From an optimization exercise on the open Yosys and OpenROAD flow, aimed at small area; shortcuts taken in it are not production practice.
Only simulation tests tie the RTL to the original design; equivalence was not proved.
No activity file was given, so power comes from the tool's default toggle rates.

==> 07-01 <==
==> flow/design.v <==
module fp_writeback_ctrl #(
  parameter int FPRegWidth   = 43,
  parameter int RegAddrWidth = 5,
  parameter int AddSubLat    = 8,
  parameter int MulLat       = 6,
  parameter int DivLat       = 20,
  parameter int SqrtLat      = 20,
  parameter int WbDepth      = 16
) (
  input  logic                      clock,
  input  logic                      nReset,
  input  logic                      AddSubIssue,
  input  logic                      MulIssue,
  input  logic                      DivIssue,
  input  logic                      SqrtIssue,
  input  logic                      AbsOpp1Issue,
  input  logic                      AbsOpp2Issue,
  input  logic [RegAddrWidth-1:0]   AddSubDst,
  input  logic [RegAddrWidth-1:0]   MulDst,
  input  logic [RegAddrWidth-1:0]   DivDst,
  input  logic [RegAddrWidth-1:0]   SqrtDst,
  input  logic [RegAddrWidth-1:0]   AbsOpp1Dst,
  input  logic [RegAddrWidth-1:0]   AbsOpp2Dst,
  input  logic [FPRegWidth-1:0]     AddSubOut,
  input  logic [FPRegWidth-1:0]     MulOut,
  input  logic [FPRegWidth-1:0]     DivOut,
  input  logic [FPRegWidth-1:0]     SqrtOut,
  input  logic [FPRegWidth-1:0]     AbsOpp1Out,
  input  logic [FPRegWidth-1:0]     AbsOpp2Out,
  output logic                      IssueStall,
  output logic                      RegWrEn,
  output logic [RegAddrWidth-1:0]   RegWrAddr,
  output logic [FPRegWidth-1:0]     RegWrData,
  output logic [2**RegAddrWidth-1:0] Pending,
  output logic                      ProtoErr
);
  localparam int NumRegs = 2**RegAddrWidth;
  localparam int NumSrc  = 6;
  localparam int NumBank = 6;
  localparam int NumRow  = 2;
  localparam int CntW    = $clog2(WbDepth) + 1;
  localparam int EntryW  = RegAddrWidth + FPRegWidth;
  logic [NumSrc-1:0]       issueReq, issueAcc;
  logic [RegAddrWidth-1:0] issueDst [NumSrc];
  logic [NumSrc-1:0]       compValid;
  logic [EntryW-1:0]       compEntry [NumSrc];
  assign issueReq = {SqrtIssue, DivIssue, MulIssue, AddSubIssue, AbsOpp2Issue, AbsOpp1Issue};
  assign issueAcc = IssueStall ? '0 : issueReq;
  always_comb begin
    issueDst[0] = AbsOpp1Dst;
    issueDst[1] = AbsOpp2Dst;
    issueDst[2] = AddSubDst;
    issueDst[3] = MulDst;
    issueDst[4] = DivDst;
    issueDst[5] = SqrtDst;
  end
  localparam int MaxLat = (DivLat > SqrtLat) ? DivLat : SqrtLat;
  localparam int AgeW   = $clog2(MaxLat + 1);
  logic [AgeW-1:0]         age;
  logic [AddSubLat-1:0]    asV;
  logic [MulLat-1:0]       muV;
  logic [DivLat-1:0]       dvV;
  logic [SqrtLat-1:0]      sqV;
  logic [RegAddrWidth-1:0] asD [AddSubLat];
  logic [RegAddrWidth-1:0] muD [MulLat];
  logic [RegAddrWidth-1:0] dvD [DivLat];
  logic [RegAddrWidth-1:0] sqD [SqrtLat];
  always_ff @(posedge clock or negedge nReset) begin
    if (!nReset)                     age <= '0;
    else if (age != AgeW'(MaxLat))   age <= age + AgeW'(1);
  end
  always_ff @(posedge clock) begin
    asV <= {asV[AddSubLat-2:0], issueAcc[2]};
    muV <= {muV[MulLat-2:0],    issueAcc[3]};
    dvV <= {dvV[DivLat-2:0],    issueAcc[4]};
    sqV <= {sqV[SqrtLat-2:0],   issueAcc[5]};
    asD[0] <= AddSubDst;
    muD[0] <= MulDst;
    dvD[0] <= DivDst;
    sqD[0] <= SqrtDst;
    for (int i = 1; i < AddSubLat; i++) asD[i] <= asD[i-1];
    for (int i = 1; i < MulLat; i++)    muD[i] <= muD[i-1];
    for (int i = 1; i < DivLat; i++)    dvD[i] <= dvD[i-1];
    for (int i = 1; i < SqrtLat; i++)   sqD[i] <= sqD[i-1];
  end
  assign compValid    = {sqV[SqrtLat-1] & (age >= AgeW'(SqrtLat)),
                         dvV[DivLat-1] & (age >= AgeW'(DivLat)),
                         muV[MulLat-1] & (age >= AgeW'(MulLat)),
                         asV[AddSubLat-1] & (age >= AgeW'(AddSubLat)),
                         issueAcc[1], issueAcc[0]};
  assign compEntry[0] = {AbsOpp1Dst, AbsOpp1Out};
  assign compEntry[1] = {AbsOpp2Dst, AbsOpp2Out};
  assign compEntry[2] = {asD[AddSubLat-1], AddSubOut};
  assign compEntry[3] = {muD[MulLat-1], MulOut};
  assign compEntry[4] = {dvD[DivLat-1], DivOut};
  assign compEntry[5] = {sqD[SqrtLat-1], SqrtOut};
  logic [NumBank-1:0] wrBank, rdBank;
  logic               wrRow, rdRow;
  logic               nonEmpty, pop;
  logic [NumBank-1:0] srcBank [NumSrc+1];
  logic [NumSrc-1:0]  bankSel [NumBank];
  logic [NumBank-1:0] bankWe, bankBelow;
  always_comb begin
    srcBank[0] = wrBank;
    for (int i = 0; i < NumSrc; i++)
      srcBank[i+1] = compValid[i] ? {srcBank[i][NumBank-2:0], srcBank[i][NumBank-1]}
                                  : srcBank[i];
    for (int b = 0; b < NumBank; b++) begin
      for (int i = 0; i < NumSrc; i++) bankSel[b][i] = compValid[i] & srcBank[i][b];
      bankWe[b] = |bankSel[b];
    end
    bankBelow[NumBank-1] = 1'b0;
    for (int b = NumBank-2; b >= 0; b--) bankBelow[b] = bankBelow[b+1] | wrBank[b+1];
  end
  logic [EntryW-1:0] bankData [NumBank];
  logic [EntryW-1:0] mem [NumBank][NumRow];
  always_comb begin
    for (int b = 0; b < NumBank; b++) begin
      bankData[b] = '0;
      for (int i = 0; i < NumSrc; i++)
        bankData[b] = bankData[b] | ({EntryW{bankSel[b][i]}} & compEntry[i]);
    end
  end
  always_ff @(posedge clock) begin
    for (int b = 0; b < NumBank; b++)
      for (int r = 0; r < NumRow; r++)
        if (bankWe[b] && ((wrRow ^ bankBelow[b]) == r[0])) mem[b][r] <= bankData[b];
  end
  assign nonEmpty = (rdBank != wrBank) || (rdRow != wrRow);
  assign pop      = nonEmpty;
  logic [EntryW-1:0] head;
  always_comb begin
    head = '0;
    for (int b = 0; b < NumBank; b++)
      for (int r = 0; r < NumRow; r++)
        head = head | ({EntryW{nonEmpty & rdBank[b] & (rdRow == r[0])}} & mem[b][r]);
  end
  assign RegWrEn   = nonEmpty;
  assign RegWrAddr = head[EntryW-1:FPRegWidth];
  assign RegWrData = head[FPRegWidth-1:0];
  logic [CntW-1:0] outstanding, numIssue;
  always_comb begin
    numIssue = '0;
    for (int i = 0; i < NumSrc; i++) numIssue = numIssue + CntW'(issueAcc[i]);
  end
  assign IssueStall = (outstanding > CntW'(WbDepth - NumSrc));
  logic [3:0]         preLo [NumSrc];
  logic [7:0]         preHi [NumSrc];
  logic [NumRegs-1:0] setAny, clrMask, pendingNext;
  logic               protoHit, multi;
  always_comb begin
    for (int i = 0; i < NumSrc; i++) begin
      for (int v = 0; v < 4; v++) preLo[i][v] = issueAcc[i] && (issueDst[i][1:0] == 2'(v));
      for (int v = 0; v < 8; v++) preHi[i][v] = (issueDst[i][4:2] == 3'(v));
    end
    for (int r = 0; r < NumRegs; r++) begin
      setAny[r] = 1'b0;
      for (int i = 0; i < NumSrc; i++) setAny[r] = setAny[r] | (preLo[i][r%4] & preHi[i][r/4]);
      clrMask[r] = pop && (RegWrAddr == RegAddrWidth'(r));
    end
    multi = 1'b0;
    for (int i = 0; i < NumSrc; i++)
      for (int j = 0; j < i; j++)
        multi = multi | ((|(preLo[i] & preLo[j])) & (|(preHi[i] & preHi[j])));
    pendingNext = (Pending & ~clrMask) | setAny;
    protoHit    = (|issueReq & IssueStall) | (|(Pending & setAny)) | multi;
  end
  always_ff @(posedge clock or negedge nReset) begin
    if (!nReset) begin
      wrBank      <= NumBank'(1);
      rdBank      <= NumBank'(1);
      wrRow       <= 1'b0;
      rdRow       <= 1'b0;
      outstanding <= '0;
      Pending     <= '0;
      ProtoErr    <= 1'b0;
    end else begin
      wrBank      <= srcBank[NumSrc];
      wrRow       <= wrRow ^ bankWe[NumBank-1];
      if (pop) begin
        rdBank <= {rdBank[NumBank-2:0], rdBank[NumBank-1]};
        rdRow  <= rdRow ^ rdBank[NumBank-1];
      end
      outstanding <= outstanding + numIssue - CntW'(pop);
      Pending     <= pendingNext;
      if (protoHit) ProtoErr <= 1'b1;
    end
  end
endmodule
==> flow/flow/run.sh <==
#!/bin/bash
# ORFS layout of the design with:
#  - synthesis: the standard flow's synthesis script (synth_recipe.tcl, through standard.sh) with an
#    area-oriented ABC script (flow/abc_area.script) in place of ORFS's abc_speed.script;
#    flip-flop mapping and everything else in synthesis is unchanged;
#  - floorplan: no early timing repair (REMOVE_ABC_BUFFERS=1); timing is repaired after CTS;
#  - plain buf_1 cells as the port buffers instead of ORFS's default pick;
#  - CTS without dummy loads, from clkbuf_4 cells, at most 7 flip-flops per leaf buffer.
# Each step's full output is in the ORFS logs under orfs/logs, and make's in flow_*.log here.
set -euo pipefail
here=$PWD
rm -rf "$here/scripts_area"
cp -r "$FLOW_HOME/scripts" "$here/scripts_area"
cp "$here/flow/abc_area.script" "$here/scripts_area/abc_speed.script"
SCRIPTS_DIR="$here/scripts_area" bash standard.sh synth > flow_synth.log 2>&1
export REMOVE_ABC_BUFFERS=1
export BUFFER_PORTS_ARGS="-buffer_cell sky130_fd_sc_hd__buf_1"
export CTS_ARGS="-sink_clustering_enable -repair_clock_nets -dont_use_dummy_load -buf_list sky130_fd_sc_hd__clkbuf_4 -sink_clustering_size 7 -sink_clustering_max_diameter 60"
bash standard.sh finish > flow_make.log 2>&1
==> flow/flow/abc_area.script <==
strash
&get -n
&st
&dch -f
&nf -R 1000
&put
mfs2
strash
&get -n
&dch -f
&nf -R 1000
&put
mfs2
strash
&get -n
&dch -f
&nf -R 1000
&put
==> flow/standard.sh <==
#!/bin/bash
# synth_recipe.tcl (not shown) runs the flow's synth.tcl, then flattens the netlist and writes it again
# the make line also repeats each setting of config.mk as NAME=value (left out here)
make -C /OpenROAD-flow-scripts/flow DESIGN_CONFIG=/design/flow/config.mk WORK_HOME=/design/flow/orfs CLKGATE_MAP_FILE= SYNTH_SCRIPT=/design/flow/synth_recipe.tcl "${@:-finish}"
==> flow/config.mk <==
export PLATFORM = sky130hd
export DESIGN_NAME = fp_writeback_ctrl
export DESIGN_NICKNAME = fp_writeback_ctrl
export VERILOG_FILES = /design/flow/design.v
export SDC_FILE = /design/flow/constraint.sdc
export NUM_CORES = 4
export LEC_CHECK = 0
export CAP_MARGIN = 10
export CELL_PAD_IN_SITES_DETAIL_PLACEMENT = 1
export CELL_PAD_IN_SITES_GLOBAL_PLACEMENT = 1
export CORE_MARGIN = 2
export CORE_UTILIZATION = 35
export PLACE_DENSITY = 0.5
export SLEW_MARGIN = 10
==> flow/constraint.sdc <==
create_clock -name core_clock -period 6.0 [get_ports {clock}]
set_input_delay 1.2000 -clock core_clock [delete_from_list [all_inputs] [get_ports {clock}]]
set_output_delay 1.2000 -clock core_clock [all_outputs]
set_load 0.01 [all_outputs]
==> inputs of 06-18, as changes to 07-01 <==
--- a/flow/design.v
+++ b/flow/design.v
@@ -56,5 +56,2 @@
   end
-  localparam int MaxLat = (DivLat > SqrtLat) ? DivLat : SqrtLat;
-  localparam int AgeW   = $clog2(MaxLat + 1);
-  logic [AgeW-1:0]         age;
   logic [AddSubLat-1:0]    asV;
@@ -68,10 +65,15 @@
   always_ff @(posedge clock or negedge nReset) begin
-    if (!nReset)                     age <= '0;
-    else if (age != AgeW'(MaxLat))   age <= age + AgeW'(1);
+    if (!nReset) begin
+      asV <= '0;
+      muV <= '0;
+      dvV <= '0;
+      sqV <= '0;
+    end else begin
+      asV <= {asV[AddSubLat-2:0], issueAcc[2]};
+      muV <= {muV[MulLat-2:0],    issueAcc[3]};
+      dvV <= {dvV[DivLat-2:0],    issueAcc[4]};
+      sqV <= {sqV[SqrtLat-2:0],   issueAcc[5]};
+    end
   end
   always_ff @(posedge clock) begin
-    asV <= {asV[AddSubLat-2:0], issueAcc[2]};
-    muV <= {muV[MulLat-2:0],    issueAcc[3]};
-    dvV <= {dvV[DivLat-2:0],    issueAcc[4]};
-    sqV <= {sqV[SqrtLat-2:0],   issueAcc[5]};
     asD[0] <= AddSubDst;
@@ -85,6 +87,3 @@
   end
-  assign compValid    = {sqV[SqrtLat-1] & (age >= AgeW'(SqrtLat)),
-                         dvV[DivLat-1] & (age >= AgeW'(DivLat)),
-                         muV[MulLat-1] & (age >= AgeW'(MulLat)),
-                         asV[AddSubLat-1] & (age >= AgeW'(AddSubLat)),
+  assign compValid    = {sqV[SqrtLat-1], dvV[DivLat-1], muV[MulLat-1], asV[AddSubLat-1],
                          issueAcc[1], issueAcc[0]};
@@ -146,22 +145,19 @@
   assign IssueStall = (outstanding > CntW'(WbDepth - NumSrc));
-  logic [3:0]         preLo [NumSrc];
-  logic [7:0]         preHi [NumSrc];
-  logic [NumRegs-1:0] setAny, clrMask, pendingNext;
-  logic               protoHit, multi;
+  logic [NumRegs-1:0] setMask [NumSrc];
+  logic [NumRegs-1:0] setAny, clrMask, multi, pendingNext;
+  logic               protoHit;
   always_comb begin
+    for (int i = 0; i < NumSrc; i++)
+      for (int r = 0; r < NumRegs; r++)
+        setMask[i][r] = issueAcc[i] && (issueDst[i] == RegAddrWidth'(r));
+    setAny = '0;
+    multi  = '0;
     for (int i = 0; i < NumSrc; i++) begin
-      for (int v = 0; v < 4; v++) preLo[i][v] = issueAcc[i] && (issueDst[i][1:0] == 2'(v));
-      for (int v = 0; v < 8; v++) preHi[i][v] = (issueDst[i][4:2] == 3'(v));
+      multi  = multi | (setAny & setMask[i]);
+      setAny = setAny | setMask[i];
     end
-    for (int r = 0; r < NumRegs; r++) begin
-      setAny[r] = 1'b0;
-      for (int i = 0; i < NumSrc; i++) setAny[r] = setAny[r] | (preLo[i][r%4] & preHi[i][r/4]);
+    for (int r = 0; r < NumRegs; r++)
       clrMask[r] = pop && (RegWrAddr == RegAddrWidth'(r));
-    end
-    multi = 1'b0;
-    for (int i = 0; i < NumSrc; i++)
-      for (int j = 0; j < i; j++)
-        multi = multi | ((|(preLo[i] & preLo[j])) & (|(preHi[i] & preHi[j])));
     pendingNext = (Pending & ~clrMask) | setAny;
-    protoHit    = (|issueReq & IssueStall) | (|(Pending & setAny)) | multi;
+    protoHit    = (|issueReq & IssueStall) | (|(Pending & setAny)) | (|multi);
   end
==> flow/run.sh (new file) <==
#!/bin/bash
# synth_recipe.tcl (not shown) runs the flow's synth.tcl, then flattens the netlist and writes it again
# the make line also repeats each setting of config.mk as NAME=value (left out here)
make -C /OpenROAD-flow-scripts/flow DESIGN_CONFIG=/design/flow/config.mk WORK_HOME=/design/flow/orfs CLKGATE_MAP_FILE= SYNTH_SCRIPT=/design/flow/synth_recipe.tcl finish
CAP_MARGIN = 20   (was 10)
CELL_PAD_IN_SITES_DETAIL_PLACEMENT = unset   (was 1)
CELL_PAD_IN_SITES_GLOBAL_PLACEMENT = unset   (was 1)
CORE_UTILIZATION = 40   (was 35)
PLACE_DENSITY = unset   (was 0.5)
SLEW_MARGIN = 20   (was 10)
removed: flow/flow/run.sh
removed: flow/flow/abc_area.script
removed: flow/standard.sh
==> summary.txt <==
                                                                        07-01         06-18
Layout Utilization                                                     0.4060        0.4861
Global router's overall resource usage                                 0.3385        0.3354
Result of the run                                    timing/DRC/antenna clean  timing/DRC/antenna clean
Largest net degree at the start of global routing                          58            60
Met3 wire length                                                     24.64 mm      27.77 mm
Area of all placed cells without fillers                            44940 µm²     52180 µm²
Tightest hold margin                                                0.2865 ns     0.3187 ns
Combinational share of power                                            0.100         0.395
Worst slack after detailed placement                                0.3321 ns     0.3861 ns
Global Route met3 Usage                                                0.1005       0.09733
Cell area reported after detailed placement                         43630 µm²     48900 µm²
Antenna diode count                                                         6             4
Synthesized netlist cell count                                           3040          3731
Clock network contribution to total cell area                         0.02706       0.06253
Buffers outside the clock class                                           483           514
DP HPWL                                                              118.1 mm      120.0 mm
Via density per instance                                                7.119         7.167
Pwr/cell area                                                    265.9 nW/µm²  585.5 nW/µm²
Insertion delay of the later-clocked pin in the worst-skew pair       1.09 ns       0.72 ns

==> afterwards: timing with drivers on the ports <==
Ports are ideal in the flow. The routed layouts listed here were re-timed in OpenROAD.
Step 1 sets driving cells, clkbuf_16 on the clock port and buf_2 on the other inputs (assumed; they add their load-dependent delay and slew).
Step 2 also shifts input and output timing later by t, the mid clock arrival at the registers, as if the neighbouring blocks saw the same clock.
a / b / c = ideal / step 1 / step 2; a / b = the first two.
run | t (ns) | slack for setup (ns) | hold WS [ns] | worst register clock-pin slew, ns | worst slew at a driven data input, ns
07-01 | 1.110 | 0.140 / 0.069 / 0.265 | 0.287 / 0.270 / 0.287 | 0.10 / 0.10 | 0.12
06-18 | 0.766 | 0.180 / 0.110 / 0.213 | 0.319 / 0.319 / 0.319 | 0.07 / 0.07 | 0.20
After both steps every run listed still meets setup and hold.
